This design comes from an exercise in tuning for small area, a short achievable clock period and few clock cycles per item on the open sky130 flow, not from production work. The RTL of this run was laid out without a check of its function. Power is estimated from default activity; no workload was simulated.

[flow/flow/run.sh]
#!/bin/bash
# Standard layout, with timing repair aiming for 7.5 ns of setup slack.
set -euo pipefail
bash standard.sh SETUP_SLACK_MARGIN=7.5 finish > flow_make.log 2>&1
[flow/standard.sh]
#!/bin/bash
# synth_recipe.tcl (not shown) runs the flow's synth.tcl, then flattens the netlist and writes it again
# the make line also repeats each setting of config.mk as NAME=value (left out here)
make -C /OpenROAD-flow-scripts/flow DESIGN_CONFIG=/design/flow/config.mk WORK_HOME=/design/flow/orfs CLKGATE_MAP_FILE= SYNTH_SCRIPT=/design/flow/synth_recipe.tcl "${@:-finish}"
[flow/config.mk]
export PLATFORM = sky130hd
export DESIGN_NAME = scalar_kalman_filter_unit
export DESIGN_NICKNAME = scalar_kalman_filter_unit
export VERILOG_FILES = /design/flow/design.v
export SDC_FILE = /design/flow/constraint.sdc
export NUM_CORES = 4
export LEC_CHECK = 0
export CAP_MARGIN = 20
export CORE_MARGIN = 2
export CORE_UTILIZATION = 40
export CTS_BUF_LIST = sky130_fd_sc_hd__clkbuf_8
export SLEW_MARGIN = 20
[flow/constraint.sdc]
create_clock -name core_clock -period 12.0 [get_ports {i_clk}]
set_input_delay 2.4000 -clock core_clock [delete_from_list [all_inputs] [get_ports {i_clk}]]
set_output_delay 2.4000 -clock core_clock [all_outputs]
set_load 0.01 [all_outputs]
[flow/design.v]
package skf_pkg;
    localparam int VALUE_W   = 32;
    localparam int COV_FRAC  = 30;
    localparam int COV_W     = COV_FRAC + 2;
    localparam int REG_W     = COV_W;
    localparam int CFG_IDX_W = 2;
    localparam int HI_W      = COV_FRAC;           
    localparam int STEPS     = COV_FRAC / 2;       
    localparam int CNT_W     = $clog2(STEPS);
    localparam logic [CNT_W-1:0] CNT_LAST = CNT_W'(STEPS - 1);
    localparam logic [CFG_IDX_W-1:0] REG_PROCESS_NOISE     = CFG_IDX_W'(0);
    localparam logic [CFG_IDX_W-1:0] REG_MEASUREMENT_NOISE = CFG_IDX_W'(1);
    localparam logic [REG_W-1:0] Q_RESET = REG_W'(1073742);
    localparam logic [REG_W-1:0] R_RESET = REG_W'(10737418);
endpackage
import skf_pkg::*;
module skf_div (
    input  logic [COV_W-1:0]   i_rem,
    input  logic [COV_W-1:0]   i_den,
    input  logic [COV_W-1:0]   i_pred,
    input  logic [COV_W-1:0]   i_cl,
    input  logic [HI_W-1:0]    i_ch,
    output logic [1:0]         o_q,
    output logic [COV_W-1:0]   o_rem,
    output logic [COV_W-1:0]   o_cl,
    output logic [HI_W-1:0]    o_ch
);
    localparam int TW = COV_W + 4;
    logic [TW-1:0]      r4, d1, d2, t1, t2, t3;
    logic [TW-1:0]      r4b, dn1, dn2, ds, dc;
    logic [TW-1:0]      l4b, pn1, pn2, ps, pc;
    logic               n1, n2, n3;
    logic [1:0]         q;
    logic [HI_W-1:0]    ch_dec;
    logic [TW-1:0]      l4, p1, p2, c1, c2, c3;
    logic [TW-1:0]      ct;
    logic [TW-1:0]      dn1b, dn2b, pn1b, pn2b;
    logic [HI_W-1:0]    ones;
    assign ones = '1;
    skf_add #(TW)   u_t1 (.i_a(r4),  .i_b(dn1b), .i_cin(1'b1), .o_sum(t1), .o_cout());
    skf_add #(TW)   u_t2 (.i_a(r4),  .i_b(dn2b), .i_cin(1'b1), .o_sum(t2), .o_cout());
    skf_add #(TW)   u_t3 (.i_a(ds),  .i_b(dc),   .i_cin(1'b0), .o_sum(t3), .o_cout());
    skf_add #(TW)   u_c1 (.i_a(l4),  .i_b(pn1b), .i_cin(1'b1), .o_sum(c1), .o_cout());
    skf_add #(TW)   u_c2 (.i_a(l4),  .i_b(pn2b), .i_cin(1'b1), .o_sum(c2), .o_cout());
    skf_add #(TW)   u_c3 (.i_a(ps),  .i_b(pc),   .i_cin(1'b0), .o_sum(c3), .o_cout());
    skf_add #(HI_W) u_cd (.i_a(i_ch), .i_b(ones), .i_cin(1'b0), .o_sum(ch_dec), .o_cout());
    always_comb begin
        r4 = TW'({i_rem, 2'b00});
        d1 = TW'(i_den);
        d2 = TW'({i_den, 1'b0});
        dn1b = ~d1;
        dn2b = ~d2;
        r4b = TW'({i_rem, 2'b10});
        dn1 = ~d1;
        dn2 = ~d2;
        ds  = r4b ^ dn1 ^ dn2;
        dc  = ((r4b & dn1) | (r4b & dn2) | (dn1 & dn2)) << 1;
        n1 = t1[TW-1];
        n2 = t2[TW-1];
        n3 = t3[TW-1];
        q = {!n2, !n3 || (!n1 && n2)};
        case ({n3, n2, n1})
            3'b000:  o_rem = t3[COV_W-1:0];
            3'b100:  o_rem = t2[COV_W-1:0];
            3'b110:  o_rem = t1[COV_W-1:0];
            default: o_rem = r4[COV_W-1:0];
        endcase
        l4     = TW'({i_cl, 2'b00});
        p1     = TW'(i_pred);
        p2     = TW'({i_pred, 1'b0});
        pn1b   = ~p1;
        pn2b   = ~p2;
        l4b    = TW'({i_cl, 2'b10});
        pn1    = ~p1;
        pn2    = ~p2;
        ps     = l4b ^ pn1 ^ pn2;
        pc     = ((l4b & pn1) | (l4b & pn2) | (pn1 & pn2)) << 1;
        case (q)
            2'd0:    ct = l4;
            2'd1:    ct = c1;
            2'd2:    ct = c2;
            default: ct = c3;
        endcase
        o_q  = q;
        o_cl = ct[COV_W-1:0];
        o_ch = {ct[TW-1] ? ch_dec[HI_W-3:0] : i_ch[HI_W-3:0], ct[COV_W+1:COV_W]};
    end
endmodule
module skf_add #(
    parameter int W = 32
) (
    input  logic [W-1:0] i_a,
    input  logic [W-1:0] i_b,
    input  logic         i_cin,
    output logic [W-1:0] o_sum,
    output logic         o_cout
);
    localparam int L = $clog2(W);
    logic [W-1:0] g [0:L];
    logic [W-1:0] p [0:L];
    logic [W-1:0] hp;
    assign hp   = i_a ^ i_b;
    assign g[0] = (i_a & i_b) | {{(W-1){1'b0}}, hp[0] & i_cin};
    assign p[0] = hp;
    for (genvar l = 0; l < L; l++) begin : g_lvl
        for (genvar i = 0; i < W; i++) begin : g_bit
            if (((i >> l) & 1) == 1) begin : g_node
                localparam int J = ((i >> l) << l) - 1;
                assign g[l+1][i] = g[l][i] | (p[l][i] & g[l][J]);
                assign p[l+1][i] = p[l][i] & p[l][J];
            end else begin : g_pass
                assign g[l+1][i] = g[l][i];
                assign p[l+1][i] = p[l][i];
            end
        end
    end
    assign o_sum  = hp ^ {g[L][W-2:0], i_cin};
    assign o_cout = g[L][W-1];
endmodule
import skf_pkg::*;
module scalar_kalman_filter_unit (
    input  logic                                 i_clk,
    input  logic                                 i_rst_n,
    input  logic                                 i_in_valid,
    output logic                                 o_in_stall,
    input  logic signed [skf_pkg::VALUE_W-1:0]   i_sample,
    output logic                                 o_out_valid,
    input  logic                                 i_out_stall,
    output logic signed [skf_pkg::VALUE_W-1:0]   o_estimate,
    input  logic                                 i_cfg_we,
    input  logic [skf_pkg::CFG_IDX_W-1:0]        i_cfg_index,
    input  logic [skf_pkg::REG_W-1:0]            i_cfg_data
);
    logic               r_rst_n;
    logic [REG_W-1:0]   r_q, r_r;
    logic               r_q_def, r_r_def;    
    logic [COV_W-1:0]   r_pred, r_den, r_rem, r_cl;
    logic [HI_W-1:0]    r_ch;
    logic [COV_W-1:0]   r_cov;               
    logic [VALUE_W-1:0] r_s;                 
    logic [VALUE_W-1:0] r_est;               
    logic [VALUE_W-1:0] r_el;
    logic [HI_W-1:0]    r_eh;
    logic [CNT_W-1:0]   r_cnt;
    logic [1:0]         r_qd;
    logic               r_busy, r_ebusy, r_elast;
    logic               r_pend, r_out_valid;
    logic               r_o_valid, r_o_stall;   
    logic               we_q, we_r;
    logic               start, fin, last;
    logic               n_busy, n_pend, n_out_valid;
    logic [REG_W-1:0]   q_val, r_val;
    logic [COV_W-1:0]   cov;
    logic [COV_W:0]     pq_sum;
    logic [COV_W+1:0]   pqr_sum, pqr_a, pqr_b, pqr_c, pqr_s, pqr_cy;
    logic [VALUE_W+2:0] et_s, et_c;
    logic [COV_FRAC-1:0] fin_lo;
    logic [COV_W-1:0]   pred, den;
    logic [VALUE_W-1:0] est_u;
    logic               c29;
    logic [2:0]         fin_k;
    logic [HI_W-1:0]    eh_inc;
    logic [VALUE_W-1:0] est_next;
    logic [VALUE_W-1:0] x1, x0;
    logic [VALUE_W+2:0] et, ea, eb, ec;
    logic               f0;
    logic [1:0]         q;
    logic [COV_W-1:0]   n_rem, n_cl;
    logic [HI_W-1:0]    n_ch;
    assign we_q  = i_cfg_we && i_cfg_index == REG_PROCESS_NOISE;
    assign we_r  = i_cfg_we && i_cfg_index == REG_MEASUREMENT_NOISE;
    assign start = i_in_valid && !o_in_stall;
    assign fin   = r_pend && !r_out_valid;
    assign last  = r_cnt == CNT_LAST;
    assign est_u = {~r_est[VALUE_W-1], r_est[VALUE_W-2:0]};
    assign q_val = r_q_def ? Q_RESET : r_q;
    assign r_val = r_r_def ? R_RESET : r_r;
    always_comb begin
        cov     = r_cov;
        pqr_a   = {2'b0, cov};
        pqr_b   = {2'b0, q_val};
        pqr_c   = {2'b0, r_val};
        pqr_s   = pqr_a ^ pqr_b ^ pqr_c;
        pqr_cy  = ((pqr_a & pqr_b) | (pqr_a & pqr_c) | (pqr_b & pqr_c)) << 1;
        pred    = pq_sum[COV_W] ? '1 : pq_sum[COV_W-1:0];
        den     = (pqr_sum[COV_W+1:COV_W] != 2'b0) ? '1 : pqr_sum[COV_W-1:0];
    end
    assign f0 = r_den == '0;
    skf_add #(COV_W+1) u_pq  (.i_a({1'b0, cov}), .i_b({1'b0, q_val}), .i_cin(1'b0),
                              .o_sum(pq_sum), .o_cout());
    skf_add #(COV_W+2) u_pqr (.i_a(pqr_s), .i_b(pqr_cy), .i_cin(1'b0),
                              .o_sum(pqr_sum), .o_cout());
    skf_add #(VALUE_W+3) u_et (.i_a(et_s), .i_b(et_c), .i_cin(1'b0),
                               .o_sum(et), .o_cout());
    skf_add #(HI_W) u_ehi (.i_a(r_eh), .i_b('0), .i_cin(1'b1), .o_sum(eh_inc), .o_cout());
    skf_add #(COV_FRAC) u_fin (.i_a(r_el[COV_FRAC-1:0]), .i_b(est_u[COV_FRAC-1:0]), .i_cin(1'b0),
                               .o_sum(fin_lo), .o_cout(c29));
    skf_div u_div (
        .i_rem   (r_rem),
        .i_den   (r_den),
        .i_pred  (r_pred),
        .i_cl    (r_cl),
        .i_ch    (r_ch),
        .o_q     (q),
        .o_rem   (n_rem),
        .o_cl    (n_cl),
        .o_ch    (n_ch)
    );
    always_comb begin
        x1     = r_qd[1] ? r_s : est_u;
        x0     = r_qd[0] ? r_s : est_u;
        ea     = {1'b0, r_el, 2'b00};
        eb     = {2'b0, x1, 1'b0};
        ec     = {3'b0, x0};
        et_s   = ea ^ eb ^ ec;
        et_c   = ((ea & eb) | (ea & ec) | (eb & ec)) << 1;
    end
    always_comb begin
        fin_k    = {1'b0, r_el[VALUE_W-1:COV_FRAC]} + {1'b0, est_u[VALUE_W-1:COV_FRAC]} + {2'b0, c29};
        est_next = {fin_k[2] ? eh_inc : r_eh, fin_k[1:0]};
    end
    always_comb begin
        n_busy      = start || (r_busy && !last);
        n_pend      = (r_ebusy && r_elast) || (r_pend && !fin);
        n_out_valid = fin || (r_out_valid && i_out_stall);
    end
    always_ff @(posedge i_clk) begin
        r_rst_n <= i_rst_n;
        if (we_q) r_q <= i_cfg_data;
        if (we_r) r_r <= i_cfg_data;
        if (we_q) r_q_def <= 1'b0;
        else if (!r_rst_n) r_q_def <= 1'b1;
        if (we_r) r_r_def <= 1'b0;
        else if (!r_rst_n) r_r_def <= 1'b1;
        if (!r_rst_n) begin
            r_cov       <= COV_W'(1) << COV_FRAC;
            r_est       <= '0;
            r_busy      <= 1'b0;
            r_ebusy     <= 1'b0;
            r_pend      <= 1'b0;
            r_out_valid <= 1'b0;
        end else begin
            if (r_busy && last) r_cov <= {n_ch, n_cl[COV_W-1:COV_W-2]};
            if (fin) r_est <= {~est_next[VALUE_W-1], est_next[VALUE_W-2:0]};
            r_busy      <= n_busy;
            r_ebusy     <= r_busy;
            r_pend      <= n_pend;
            r_out_valid <= n_out_valid;
        end
        r_o_valid <= i_rst_n && r_rst_n && n_out_valid;
        r_o_stall <= !i_rst_n || (r_rst_n && (n_busy || n_pend || n_out_valid));
        r_elast <= last;
        r_qd    <= f0 ? 2'd0 : q;    
        if (!r_busy) begin
            r_cl   <= pred;
            r_ch   <= '0;
            r_pred <= pred;
            r_den  <= den;
            r_rem  <= pred;
            r_s    <= {~i_sample[VALUE_W-1], i_sample[VALUE_W-2:0]};
            r_cnt  <= '0;
        end else begin
            r_cl   <= n_cl;
            r_ch   <= n_ch;
            r_rem  <= n_rem;
            r_cnt  <= r_cnt + CNT_W'(1);
        end
        if (r_ebusy) begin
            r_el <= et[VALUE_W-1:0];
            r_eh <= {et[VALUE_W+2] ? eh_inc[HI_W-3:0] : r_eh[HI_W-3:0], et[VALUE_W+1:VALUE_W]};
        end else if (!r_pend || !r_out_valid) begin
            r_el <= '0;
            r_eh <= '0;
        end
    end
    assign o_in_stall  = r_o_stall;
    assign o_out_valid = r_o_valid;
    assign o_estimate  = r_est;
endmodule
==> flow_summary.yaml <==
run_status:
  outcome: "complete, no violations"
synth:
  syn_nets: 3888
  synth-seq-cells: 394
  ys_async_sr_fraction_pct: 0
  synth-edff-count: 222
  synth_ff_type: "edfxtp_1"
  synthCells: 3325
  seq_area_frac_synth_pct: 31.2
  synth_area_leaders: "edfxtp_1 (21%), ha_1 (13%), dfxtp_1 (11%), fa_1 (10%), xnor2_1 (3.7%)"
  yosys.area.top_type: "edfxtp_1"
  syn_avg_cell_area_um2: 9.73
  yosysTopAreaCellShare_pct: 20.6
  synth_cell_types: 94
  synth_area_mm2: 0.0324
  yosysWarningCount: 17
timing:
  fmaxAchievable_mhz: 227
  fin_crit_ns: 4.40
  fin_ws_ns: 7.60
  slew_viol_final: 0
  fin_hold_ws_ns: 0.475
  setup_viol: 0
  hold_viol_final: 0
  period_share_pct: 36.7
  worst_pin_slew_ns: 0.954
  rsz0062_at_grt: "true"
  fin_tns_setup_ns: 0
  skew_ns: 0.0248
  slew_headroom_pct: 36.4
placed_design:
  place_area_mm2: 0.0345
  place_inst: 4402
  dp_hpwl_mm: 69.3
  routabilityCongestion: 0.939
  io_buffers: 104
  place_ws_ns: 6.04
setup_path:
  critPathRequiredTime_ns: 12.35
  path_delay_family: "compound AO/OA/AOI/OAI gates"
  cpPeakStageDelay_ns: 0.57
  crit_slowest_cell: "fa_1"
  critPathMaxFanout: 12
  crit_chain: "buf_6 -> or2_2 -> fa_1 -> ha_4 -> a21oi_1 -> o21bai_1 -> a211o_1 -> or3_1 -> o211ai_2 -> a31oi_4 -> a311oi_4 -> o211a_4 -> a211o_4 -> o21ai_0"
  cp.arrival_ns: 4.74
  critical_path_class: "flop to flop"
  start_kind: "flop"
  endpoint_kind: "flop"
  critical_path_buf_inv_count: 1
clock_network:
  cts.sinks: 394
  clock_path_buffers: 3
  cts-root-buf: "clkbuf_8"
  clkLatencyLatePin_ns: 0.69
  h-tree-depth: 3
  cts_buffers: 74
  clk_pin_slew_ns: 0.06
  cts_tree: "built"
global_routing:
  antenna_found_initial: 3
  grt_max_degree: 97
  grt_usage_pct: 22.4
  grt_overflow: 0
  use_met2_pct: 36.6
  grtUsageMet3_pct: 3.36
  grt_pass1_vias: 25800
  grtUsageMet1_pct: 30.7
  grt_first_pass_wirelength_mm: 146
  top_usage_layer: "met2"
die:
  core_area_mm2: 0.0803
  chipHeight_um: 288
  die_x_um: 288
  ios: 105
  initial_core_util_pct: 40.3
  dieArea_mm2: 0.0832
  rows: 104
routing:
  wl_per_cell_um: 20.7
  drt_pre_antenna_iters: 5
  detail-route-antenna-nets: 0
  dr.first_iter.drc_count: 2145
  wl_mm: 95.4
  vias_per_cell: 5.65
  drc: 0
  vias: 26100
layout:
  nNetsFinal: 4058
  fin_cells: 4616
  layout_commonest_cell: "ha_1"
  area_delta_synth_final_pct: 15.4
  final_area_mm2: 0.0373
  fillers: 7631
  multi_input_area_mm2: 0.0214
  utilization_pct: 46.5
  drive_gt1_share_pct: 12.2
  final_cell_mix: "ha_1 (320), inv_1 (236), edfxtp_1 (222)"
  seqCellArea_mm2: 0.0101
power_and_ir_drop:
  p_total_mw: 8.48
  p_leak_nw: 16.1
  powerDensity_mw_per_mm2: 227
  vdd_ir_drop_max_uv: 150
flow_run:
  max_cap_violations: 0
hold_path:
  hold_class: "flop to flop"
-- synthesized netlist by cell type, drive strengths merged, types with 21 or more instances --
| library cell | count |
|---|---|
| nor2 | 224 |
| a21oi | 218 |
| o21ai | 176 |
| xnor2 | 137 |
| a211oi | 60 |
| edfxtp | 222 |
| o21a | 41 |
| ha | 330 |
| or3 | 30 |
| inv | 227 |
| dfxtp | 172 |
| buf | 38 |
| fa | 162 |
| and2 | 52 |
| mux2i | 21 |
| mux2 | 64 |
| nand4 | 32 |
| nand2b | 43 |
| clkbuf | 79 |
| o211ai | 43 |
| nor2b | 57 |
| and3 | 30 |
| nor3 | 58 |
| a21o | 99 |
| nand2 | 183 |
| o21bai | 24 |
| xor2 | 98 |
| o22ai | 25 |
| nand3 | 81 |
| a31oi | 24 |
-- state kept, by name, summed over array words and instances, names as in the netlist, 2 cells and up --
name,cells
r_el,32
r_est,32
r_qd,2
r_r,32
r_q,32
r_cl,32
r_eh,30
r_ch,28
r_den,32
r_s,32
r_cov,32
r_cnt,4
r_pred,32
r_rem,32
-- cell families (layout without fill, tap and decap cells) --
group,count (synthesis),after routing,synth area share [%]
compound gates,902,903,18.9
xor+xnor,235,235,6.36
fa+ha+maj,492,492,22.8
buf+inv,344,569,4.19
flops,394,394,31.2
mux,85,85,2.88
other cells,0,3,0
simple gates,873,875,13.6
-- routing by layer --
metal | part of all wire [%] | routed length (µm) | up-vias
met5 | 0 | 0 | -
met4 | 2.2 | 2100 | 0
met1 | 46 | 43500 | 12800
met2 | 46 | 44200 | 675
li1 | - | - | 12500
met3 | 5.9 | 5600 | 140
-- repair_timing --
action / 4_1_cts / 5_1_grt
hold buffers: 0 / 0
gates cloned: 3 / 3
gates resized for setup: 58 / 77
setup buffers: 18 / 52
pin swaps: 16 / 28
endpoints found under the setup margin: 217 / 184
-- power by group --
group,leakage (nW),switching [mW],internal (mW),total [mW]
clock network,0.896,0.640,0.769,1.41
logic,11.4,3.04,2.26,5.29
registers,3.75,0.173,1.60,1.77
-- area by class of cell --
cell class              count  share of cell area, %
well taps                1060                   3.55
clock buffers              86                   3.17
inverters                 227                   2.31
multi-input cells        2590                   57.3
clock inverters            48                  0.988
repair buffers            208                   5.51
flip-flops and latches    394                   27.1
diodes                      3                 0.0201
-- final timing paths --
check,startpoint,end,slack (ns),cells after the start
setup / recovery,r_q_def$_SDFFE_PP0N_,r_den[12]$_SDFFCE_PP1N_,7.60,14
hold reg to reg,r_cnt[0]$_SDFF_PN0_,r_cnt[0]$_SDFF_PN0_,0.47,1
hold / removal,r_cnt[0]$_SDFF_PN0_,r_cnt[0]$_SDFF_PN0_,0.47,1
setup reg to reg,r_q_def$_SDFFE_PP0N_,r_den[12]$_SDFFCE_PP1N_,7.60,14
-- worst register-to-register path, cell delays in order (launching register included) --
cell	delay, ns
dfxtp_4	0.36
buf_6	0.14
or2_2	0.35
fa_1	0.57
ha_4	0.23
a21oi_1	0.15
o21bai_1	0.07
a211o_1	0.35
or3_1	0.37
o211ai_2	0.22
a31oi_4	0.16
a311oi_4	0.36
o211a_4	0.27
a211o_4	0.22
o21ai_0	0.25

[re-timing with driven ports]
How much do the figures lean on ideal ports? The routed layout below was timed once more, with nothing changed but the port constraints.
Step 1 (the two cells are an assumption about what drives the block):
set clk [get_ports {i_clk}]
set_driving_cell -lib_cell sky130_fd_sc_hd__clkbuf_16 $clk
set_driving_cell -lib_cell sky130_fd_sc_hd__buf_2 [delete_from_list [all_inputs] $clk]
Step 2 moves the port delays by t, midway between the first and last clock arrival at a register: inputs arrive t later, outputs are due t later. That takes back most of the time a late clock gives input paths.
Three values: ideal, step 1, step 2; two values: the first two.
t (ns): 0.736
setup WS [ns]: 7.602 / 7.602 / 7.602
worst slew at a driven data input, ns: 0.07
After both steps setup and hold are still met in this run. For this run, drivers alone change the setup slack by 0.000 ns; drivers and shift together by 0.000 ns.
